What follows belongs to an exercise in optimizing a design on an open flow for small area, a short achievable clock period and few clock cycles per item; a production flow would make more cautious choices.
Function was checked by simulation only, so behaviour that the tests miss may differ from the original.

--- run.sh ---
#!/bin/bash
# synth_recipe.tcl (not shown) runs the flow's synth.tcl, then flattens the netlist and writes it again
# the make line also repeats each setting of config.mk as NAME=value (left out here)
make -C /OpenROAD-flow-scripts/flow DESIGN_CONFIG=/design/flow/config.mk WORK_HOME=/design/flow/orfs CLKGATE_MAP_FILE= SYNTH_SCRIPT=/design/flow/synth_recipe.tcl finish
--- config.mk ---
export PLATFORM = sky130hd
export DESIGN_NAME = fft_top
export DESIGN_NICKNAME = fft_top
export VERILOG_FILES = /design/flow/design.v
export SDC_FILE = /design/flow/constraint.sdc
export NUM_CORES = 4
export LEC_CHECK = 0
export CAP_MARGIN = 20
export CORE_MARGIN = 2
export CORE_UTILIZATION = 40
export SLEW_MARGIN = 20
--- constraint.sdc ---
create_clock -name core_clock -period 12.0 [get_ports {clk}]
set_input_delay 2.4000 -clock core_clock [delete_from_list [all_inputs] [get_ports {clk}]]
set_output_delay 2.4000 -clock core_clock [all_outputs]
set_load 0.01 [all_outputs]
--- design.v ---
package fft_pkg;
    localparam int N_POINTS   = 16;
    localparam int N_LEVELS   = 4;
    localparam int IN_W       = 12;
    localparam int DATA_W     = 16;
    localparam int CREDIT_MAX = 4;
    typedef logic signed [IN_W-1:0]   in_word_t;
    typedef logic signed [DATA_W-1:0] data_t;
    typedef logic [3:0] point_t;
    typedef logic [2:0] angle_t;
    typedef logic [2:0] credit_t;
    typedef struct packed {
        in_word_t re;
        in_word_t im;
    } in_sample_t;
    typedef struct packed {
        data_t re;
        data_t im;
    } cplx_t;
    typedef enum logic [1:0] {
        IDLE,
        RUN,
        FLUSH
    } ctrl_state_e;
endpackage
module delay_line
#(
    parameter int unsigned DEPTH = 1
)
(
    input  logic           clk,
    input  logic           rst_n,
    input  fft_pkg::cplx_t d_i,
    output fft_pkg::cplx_t q_o
);
    logic [31:0] sr_q [DEPTH];
    assign q_o = sr_q[DEPTH-1];
    always_ff @(posedge clk or negedge rst_n)
    begin
        if (!rst_n)
        begin
            for (int i = 0; i < DEPTH; i++)
                sr_q[i] <= '0;
        end
        else
        begin
            sr_q[0] <= d_i;
            for (int i = 1; i < DEPTH; i++)
                sr_q[i] <= sr_q[i-1];
        end
    end
endmodule
module twiddle_rotator
(
    input  fft_pkg::cplx_t  x_i,
    input  fft_pkg::angle_t angle_i,
    output fft_pkg::cplx_t  y_o
);
    fft_pkg::data_t c22_re, c22_im;
    fft_pkg::data_t s22_re, s22_im;
    fft_pkg::data_t c45_re, c45_im;
    function automatic logic signed [fft_pkg::DATA_W-1:0] cos22(input fft_pkg::data_t v);
        cos22 = v - (v >>> 4) - (v >>> 6);
    endfunction
    function automatic logic signed [fft_pkg::DATA_W-1:0] sin22(input fft_pkg::data_t v);
        sin22 = (v >>> 1) - (v >>> 3);
    endfunction
    function automatic logic signed [fft_pkg::DATA_W-1:0] cos45(input fft_pkg::data_t v);
        cos45 = v - (v >>> 2) - (v >>> 4) + (v >>> 6);
    endfunction
    assign c22_re = cos22(x_i.re);
    assign c22_im = cos22(x_i.im);
    assign s22_re = sin22(x_i.re);
    assign s22_im = sin22(x_i.im);
    assign c45_re = cos45(x_i.re);
    assign c45_im = cos45(x_i.im);
    always_comb
    begin
        y_o = x_i;
        case (angle_i)
            3'd1:
            begin
                y_o.re = c22_re + s22_im;
                y_o.im = c22_im - s22_re;
            end
            3'd2:
            begin
                y_o.re = c45_re + c45_im;
                y_o.im = c45_im - c45_re;
            end
            3'd3:
            begin
                y_o.re = s22_re + c22_im;
                y_o.im = s22_im - c22_re;
            end
            3'd4:
            begin
                y_o.re = x_i.im;
                y_o.im = -x_i.re;
            end
            3'd5:
            begin
                y_o.re = c22_im - s22_re;
                y_o.im = -s22_im - c22_re;
            end
            3'd6:
            begin
                y_o.re = c45_im - c45_re;
                y_o.im = -c45_im - c45_re;
            end
            3'd7:
            begin
                y_o.re = s22_im - c22_re;
                y_o.im = -c22_im - s22_re;
            end
            default:
                y_o = x_i;
        endcase
    end
endmodule
module mdc_stage
#(
    parameter int unsigned LEVEL = 0
)
(
    input  logic            clk,
    input  logic            rst_n,
    input  fft_pkg::point_t pos_i,
    input  fft_pkg::cplx_t  upper_i,
    input  fft_pkg::cplx_t  lower_i,
    output fft_pkg::cplx_t  upper_o,
    output fft_pkg::cplx_t  lower_o
);
    fft_pkg::cplx_t  lower_dly;
    fft_pkg::cplx_t  to_dly;
    fft_pkg::cplx_t  bfly_a;
    fft_pkg::cplx_t  bfly_b;
    fft_pkg::cplx_t  diff;
    fft_pkg::point_t pos_low;
    fft_pkg::angle_t angle;
    logic            swap;
    delay_line #(.DEPTH(2 ** LEVEL)) u_lower_dly
    (
        .clk   (clk),
        .rst_n (rst_n),
        .d_i   (lower_i),
        .q_o   (lower_dly)
    );
    assign swap   = pos_i[LEVEL];
    assign to_dly = swap ? lower_dly : upper_i;
    assign bfly_b = swap ? upper_i : lower_dly;
    delay_line #(.DEPTH(2 ** LEVEL)) u_upper_dly
    (
        .clk   (clk),
        .rst_n (rst_n),
        .d_i   (to_dly),
        .q_o   (bfly_a)
    );
    assign upper_o = {bfly_a.re + bfly_b.re, bfly_a.im + bfly_b.im};
    assign diff    = {bfly_a.re - bfly_b.re, bfly_a.im - bfly_b.im};
    assign pos_low = pos_i & 4'((1 << LEVEL) - 1);
    assign angle   = 3'(pos_low << (fft_pkg::N_LEVELS - 1 - LEVEL));
    twiddle_rotator u_twiddle
    (
        .x_i     (diff),
        .angle_i (angle),
        .y_o     (lower_o)
    );
endmodule
module fft_ctrl
(
    input  logic            clk,
    input  logic            rst_n,
    input  logic            in_valid_i,
    input  logic            frame_done_i,
    output fft_pkg::point_t pos_o,
    output logic            results_valid_o,
    output logic            in_ready_o
);
    fft_pkg::ctrl_state_e state_q, state_d;
    fft_pkg::point_t      pos_q, pos_d;
    fft_pkg::point_t      pair_cnt_q, pair_cnt_d;
    assign pos_o      = pos_q;
    assign in_ready_o = (state_q == fft_pkg::IDLE);
    assign results_valid_o = (state_q == fft_pkg::FLUSH)
        && (pair_cnt_q != 4'(fft_pkg::N_POINTS / 2));
    always_comb
    begin
        state_d    = state_q;
        pos_d      = pos_q;
        pair_cnt_d = pair_cnt_q;
        case (state_q)
            fft_pkg::IDLE:
            begin
                pos_d      = '0;
                pair_cnt_d = '0;
                if (in_valid_i)
                    state_d = fft_pkg::RUN;
            end
            fft_pkg::RUN:
            begin
                pos_d = pos_q + 1'b1;
                if (pos_q == 4'(fft_pkg::N_POINTS - 2))
                    state_d = fft_pkg::FLUSH;
            end
            default:
            begin
                pos_d = pos_q + 1'b1;
                if (results_valid_o)
                    pair_cnt_d = pair_cnt_q + 1'b1;
                if (frame_done_i)
                    state_d = fft_pkg::IDLE;
            end
        endcase
    end
    always_ff @(posedge clk or negedge rst_n)
    begin
        if (!rst_n)
        begin
            state_q    <= fft_pkg::IDLE;
            pos_q      <= '0;
            pair_cnt_q <= '0;
        end
        else
        begin
            state_q    <= state_d;
            pos_q      <= pos_d;
            pair_cnt_q <= pair_cnt_d;
        end
    end
endmodule
module reorder_buffer
(
    input  logic                 clk,
    input  logic                 rst_n,
    input  logic                 wr_en_i,
    input  fft_pkg::point_t      wr_pos_i,
    input  logic [63:0]          pair_i,
    input  logic                 credit_i,
    output logic                 frame_done_o,
    output logic                 out_valid_o,
    output fft_pkg::cplx_t       dout_o
);
    logic [31:0]      mem [fft_pkg::N_POINTS];
    fft_pkg::cplx_t   dout_q;
    fft_pkg::point_t  wr_pos_odd;
    fft_pkg::point_t  rd_ptr_q;
    fft_pkg::credit_t credit_q, credit_d;
    logic             filled_q;
    logic             last_wr;
    logic             last_rd;
    logic             send;
    logic             credit_take;
    logic             out_valid_q;
    logic             done_q;
    function automatic logic [3:0] bit_rev(input logic [3:0] p);
        logic [3:0] r;
        for (int b = 0; b < $bits(p); b++)
            r[b] = p[$bits(p) - 1 - b];
        bit_rev = r;
    endfunction
    assign wr_pos_odd = wr_pos_i + 4'(1);
    assign last_wr    = wr_en_i && (wr_pos_i == 4'(fft_pkg::N_POINTS - 2));
    assign send       = filled_q && (credit_q != '0);
    assign last_rd    = send && (rd_ptr_q == 4'(fft_pkg::N_POINTS - 1));
    assign credit_take = credit_i
        && ((credit_q != 3'(fft_pkg::CREDIT_MAX)) || send);
    always_comb
    begin
        credit_d = credit_q;
        if (credit_take)
            credit_d = credit_d + 1'b1;
        if (send)
            credit_d = credit_d - 1'b1;
    end
    always_ff @(posedge clk or negedge rst_n)
    begin
        if (!rst_n)
        begin
            filled_q    <= 1'b0;
            rd_ptr_q    <= '0;
            credit_q    <= '0;
            out_valid_q <= 1'b0;
            done_q      <= 1'b0;
        end
        else
        begin
            credit_q    <= credit_d;
            out_valid_q <= send;
            done_q      <= last_rd;
            if (send)
                rd_ptr_q <= rd_ptr_q + 1'b1;
            if (last_wr)
                filled_q <= 1'b1;
            else if (last_rd)
                filled_q <= 1'b0;
        end
    end
    always_ff @(posedge clk)
    begin
        if (wr_en_i)
        begin
            mem[bit_rev(wr_pos_i)]   <= pair_i[63:32];
            mem[bit_rev(wr_pos_odd)] <= pair_i[31:0];
        end
        if (send)
            dout_q <= mem[rd_ptr_q];
    end
    assign out_valid_o  = out_valid_q;
    assign dout_o       = dout_q;
    assign frame_done_o = done_q;
endmodule
module fft_top
(
    input  logic                clk,
    input  logic                rst_n,
    input  logic                in_valid_i,
    input  logic [23:0]         din_i,
    output logic                in_ready_o,
    input  logic                credit_i,
    output logic                out_valid_o,
    output logic [31:0]         dout_o
);
    fft_pkg::in_sample_t din_q;
    fft_pkg::cplx_t      dout;
    assign dout_o = dout;
    logic [31:0]         upper [fft_pkg::N_LEVELS + 1];
    logic [31:0]         lower [fft_pkg::N_LEVELS + 1];
    fft_pkg::point_t     pos;
    fft_pkg::point_t     wr_pos;
    logic                results_valid;
    logic                frame_done;
    always_ff @(posedge clk)
    begin
        din_q <= in_valid_i ? din_i : '0;
    end
    assign upper[fft_pkg::N_LEVELS] = {{{4{din_q.re[11]}}, din_q.re},
                                       {{4{din_q.im[11]}}, din_q.im}};
    assign lower[fft_pkg::N_LEVELS] = '0;
    assign wr_pos = 4'({pos + 4'(1), 1'b0});
    fft_ctrl u_ctrl
    (
        .clk             (clk),
        .rst_n           (rst_n),
        .in_valid_i      (in_valid_i),
        .frame_done_i    (frame_done),
        .pos_o           (pos),
        .results_valid_o (results_valid),
        .in_ready_o      (in_ready_o)
    );
    for (genvar g = 0; g < fft_pkg::N_LEVELS; g++)
    begin : g_stage
        mdc_stage #(.LEVEL(g)) u_stage
        (
            .clk     (clk),
            .rst_n   (rst_n),
            .pos_i   (pos),
            .upper_i (upper[g + 1]),
            .lower_i (lower[g + 1]),
            .upper_o (upper[g]),
            .lower_o (lower[g])
        );
    end
    reorder_buffer u_reorder
    (
        .clk          (clk),
        .rst_n        (rst_n),
        .wr_en_i      (results_valid),
        .wr_pos_i     (wr_pos),
        .pair_i       ({upper[0], lower[0]}),
        .credit_i     (credit_i),
        .frame_done_o (frame_done),
        .out_valid_o  (out_valid_o),
        .dout_o       (dout)
    );
endmodule
==> results.txt <==
- Status: no timing/DRC/antenna violations
- Clock Pin Slew Worst Setup and Hold Paths: 0.06 ns
- Pre-CTS WS: 2.336 ns
- Max-slew violations: 0
- Asr flop ratio synth: 54.46%
- Element type at the critical path end: flop
- Final wirelength: 181.5 mm
- Period minus WS final: 9.739 ns
- Reg2reg start: u_ctrl.pos_q[3]
- Rel. slew slack: 25.35%
- DP HPWL: 135.4 mm
- Row count: 153
- Slew @ Worst Pin: 1.120 ns
- Yosys cell types: 90
- Startpoint types: flop
- CTS tree: done
- Post-DRT Antenna Nets: 0
- Unrepaired setup endpoints after global routing: false
- Via density: 5.341
- DIE HEIGHT: 423.1 um
- CP max stage cell: xor2_1
- Area delta synth->final: 10.81%
- Synth area leaders: dfrtp_1 24%, edfxtp_1 23%, ha_1 11%
- EDFF count, synth: 528
- Net count after synthesis: 6888
- Synth area leader: dfrtp_1
- Post-CTS resize count: 0
- Vias in the first global route: 46190
- Die X: 423.1 um
- Synth Instances: 6103
- Min-delay src: g_stage[1].u_stage.u_lower_dly.sr_q[0][15]
- GPL Wtd Cong: 0.9403
- Clock Tree Root: clkbuf_16
- H-tree depth: 3
- R2r worst-path depth: 38
- Worst Setup SP: u_ctrl.pos_q[3]
- First-pass DRT Iterations: 9
- Postcts setup bufs: 0
- FF-to-FF setup slack: 2.26 ns
- Final setup TNS: 0 ns
- Area of the multi-input gates: 34190 um^2
- Wire per inst: 21.12 um
- Clock latency (worst-skew pair): 0.76 ns
- Worst min path class: reg2reg
- Largest net degree at the start of global routing: 172
- Cell Area, Synth: 70240 um^2
- Core area: 174200 um^2
- Initial drt markers: 3354
- Worst-path fanout max: 17
- Kind of critical path: reg2reg
- Fmax: 0.1027 GHz
- # setup viols final: 0
- Fill cell count: 16040
- Final Hold Fails: 0
- Max-cap violation count: 0
- First-pass GRT wire length: 279.0 mm
- Worst EP required: 12.54 ns
- Final WS setup: 2.261 ns
- FF+latch count, synth: 1212
- Worst setup path end: g_stage[1].u_stage.u_lower_dly.sr_q[0][28]
- Clock buffer depth: 3
- Setup skew after layout: 0.06503 ns
- Min Hold Slack: 0.2925 ns
- Num ports: 62
- Storage cell area: 32870 um^2
- Share of layout cells above drive strength 1: 9.941%
- Share of the synthesized area in the top cell type: 23.51%
- Top FF cell, synth: dfrtp_1
- Mean Syn Cell Area: 11.51 um^2
- Initial Util: 40.32%
- CTS buffer count: 120
- Hold-fix buffers, CTS: 0
- Vias post-DR: 45890
- GRT Util Overall: 20.17%
- Total gr overflow: 0
- Initial antenna violation count: 7
- Crit-path max cell delay: 0.67 ns
- Seq/Total Area, Yosys: 46.77%
- Final Cycle Share: 81.16%
- NumNets Final: 6948
- Worst r2r dst: g_stage[1].u_stage.u_lower_dly.sr_q[0][28]
- Top-count cell post-synth: inv_1
- Worst EP arrival: 10.28 ns
- Clock net sink count: 1212
- Util after Layout: 44.68%
- Post-synth top cells: 675 x inv_1, 660 x dfrtp_1, 610 x ha_1
- Detailed-route DRC error count: 0
- Port Buffer Count: 61
- Synth warn: 16
- Die area: 179000 um^2
## critical path, delay by kind of cell, from the launching register on
kind            cells  cell delay (ns)
buf+inv             2             0.10
mux                 1             0.30
xor+xnor            5             1.36
flops               1             0.52
compound gates     17             3.58
simple gates        6             1.04
fa+ha+maj           7             2.64
## area by class of cell
type	instances	share of cell area (%)
multi-input cells	4015	43.93
flip-flops and latches	1212	42.23
clock buffers	159	4.226
well taps	2325	3.737
inverters	679	3.274
repair buffers	135	1.553
clock inverters	67	1.050
diodes	1	0.003215
## cell usage in the layout, fill, tap and decap left out, types with 119 or more instances in the layout
| cell | Yosys | final |
|---|---|---|
| edfxtp_1 | 528 | 528 |
| dfrtp_1 | 660 | 652 |
| clkbuf_16 | 0 | 120 |
| xor2_1 | 134 | 134 |
| ha_1 | 610 | 609 |
| fa_1 | 147 | 147 |
| mux4_2 | 154 | 154 |
| inv_1 | 675 | 673 |
| xnor2_1 | 359 | 359 |
| nor2_1 | 429 | 421 |
| a21oi_1 | 393 | 392 |
| o21ai_0 | 188 | 188 |
| nand2_1 | 279 | 279 |
| mux2_2 | 119 | 119 |
## stage by stage
step           cell area, um^2  instances
6_report                 77840       8593
5_1_grt                  77840       8592
4_1_cts                  77840       8592
3_5_place_dp             73730       8366
3_3_place_gp             73730       8366
2_1_floorplan            70240       6103
## routing by layer
metal | global-route usage, % | wire [um] | vias to the layer above
li1 | - | - | 21550
met1 | 25.94 | 76690 | 22870
met2 | 34.20 | 88570 | 1149
met3 | 2.299 | 7421 | 315
met4 | 9.039 | 8788 | 4
met5 | 0 | 21 | -
## cell families (layout without fill, tap and decap cells)
| family | Yosys count | after routing | synth area share [%] |
|---|---|---|---|
| AND/OR/NAND/NOR | 1231 | 1231 | 8.317 |
| flip-flops | 1212 | 1212 | 46.77 |
| AO/OA/AOI/OAI | 1196 | 1196 | 11.20 |
| buffers and inverters | 876 | 1040 | 4.692 |
| adder cells (fa/ha/maj) | 760 | 760 | 15.10 |
| XOR/XNOR | 497 | 497 | 6.250 |
| multiplexers | 331 | 331 | 7.674 |
| other | 0 | 1 | 0 |
## registers in the layout, summed over array words and instances (netlist names)
register / flops
din_q: 24
g_stage.u_stage.u_lower_dly.sr_q: 224
g_stage.u_stage.u_upper_dly.sr_q: 416
u_ctrl.pair_cnt_q: 4
u_ctrl.pos_q: 4
u_ctrl.state_q: 2
u_reorder.credit_q: 3
u_reorder.done_q: 1
u_reorder.dout_q: 32
u_reorder.filled_q: 1
u_reorder.mem: 496
u_reorder.out_valid_q: 1
u_reorder.rd_ptr_q: 4
## worst min path at each step
stage / endpoint / slack (ns) / cells past startpoint
finish: g_stage[1].u_stage.u_lower_dly.sr_q[1][15] / 0.29 / 0
global route: g_stage[1].u_stage.u_lower_dly.sr_q[1][15] / 0.29 / 0
CTS: g_stage[1].u_stage.u_lower_dly.sr_q[1][15] / 0.29 / 0
detailed placement: g_stage[1].u_stage.u_lower_dly.sr_q[1][6] / 0.33 / 0
global placement: g_stage[1].u_stage.u_upper_dly.sr_q[1][24] / 0.33 / 0
floorplan: g_stage[1].u_stage.u_lower_dly.sr_q[1][0] / 0.33 / 0
Testbench counts, summed over its fixed seeds: cycles 7,872, frames 192.

what the ideal ports hide:
The flow's constraints put no driver on any port. The routed layout listed below was extracted and timed again, unchanged, in two steps. Step 1 assumes that a clkbuf_16 drives the clock port and a buf_2 every other input. Step 2 also shifts input and output timing later by t, the mid clock arrival at the registers, as if the neighbouring blocks saw the same clock. a / b / c = no drivers / after step 1 / after step 2; a / b = the first two.
shift t [ns]: 0.805
setup slack, ns: 2.261 / 2.261 / 2.261
worst setup path after step 2: register to register
clock arrival spread, ns: 0.065 / 0.065
After both steps this run still meets setup and hold. For this run, drivers alone change the setup slack by 0.000 ns; drivers and shift together by 0.000 ns.
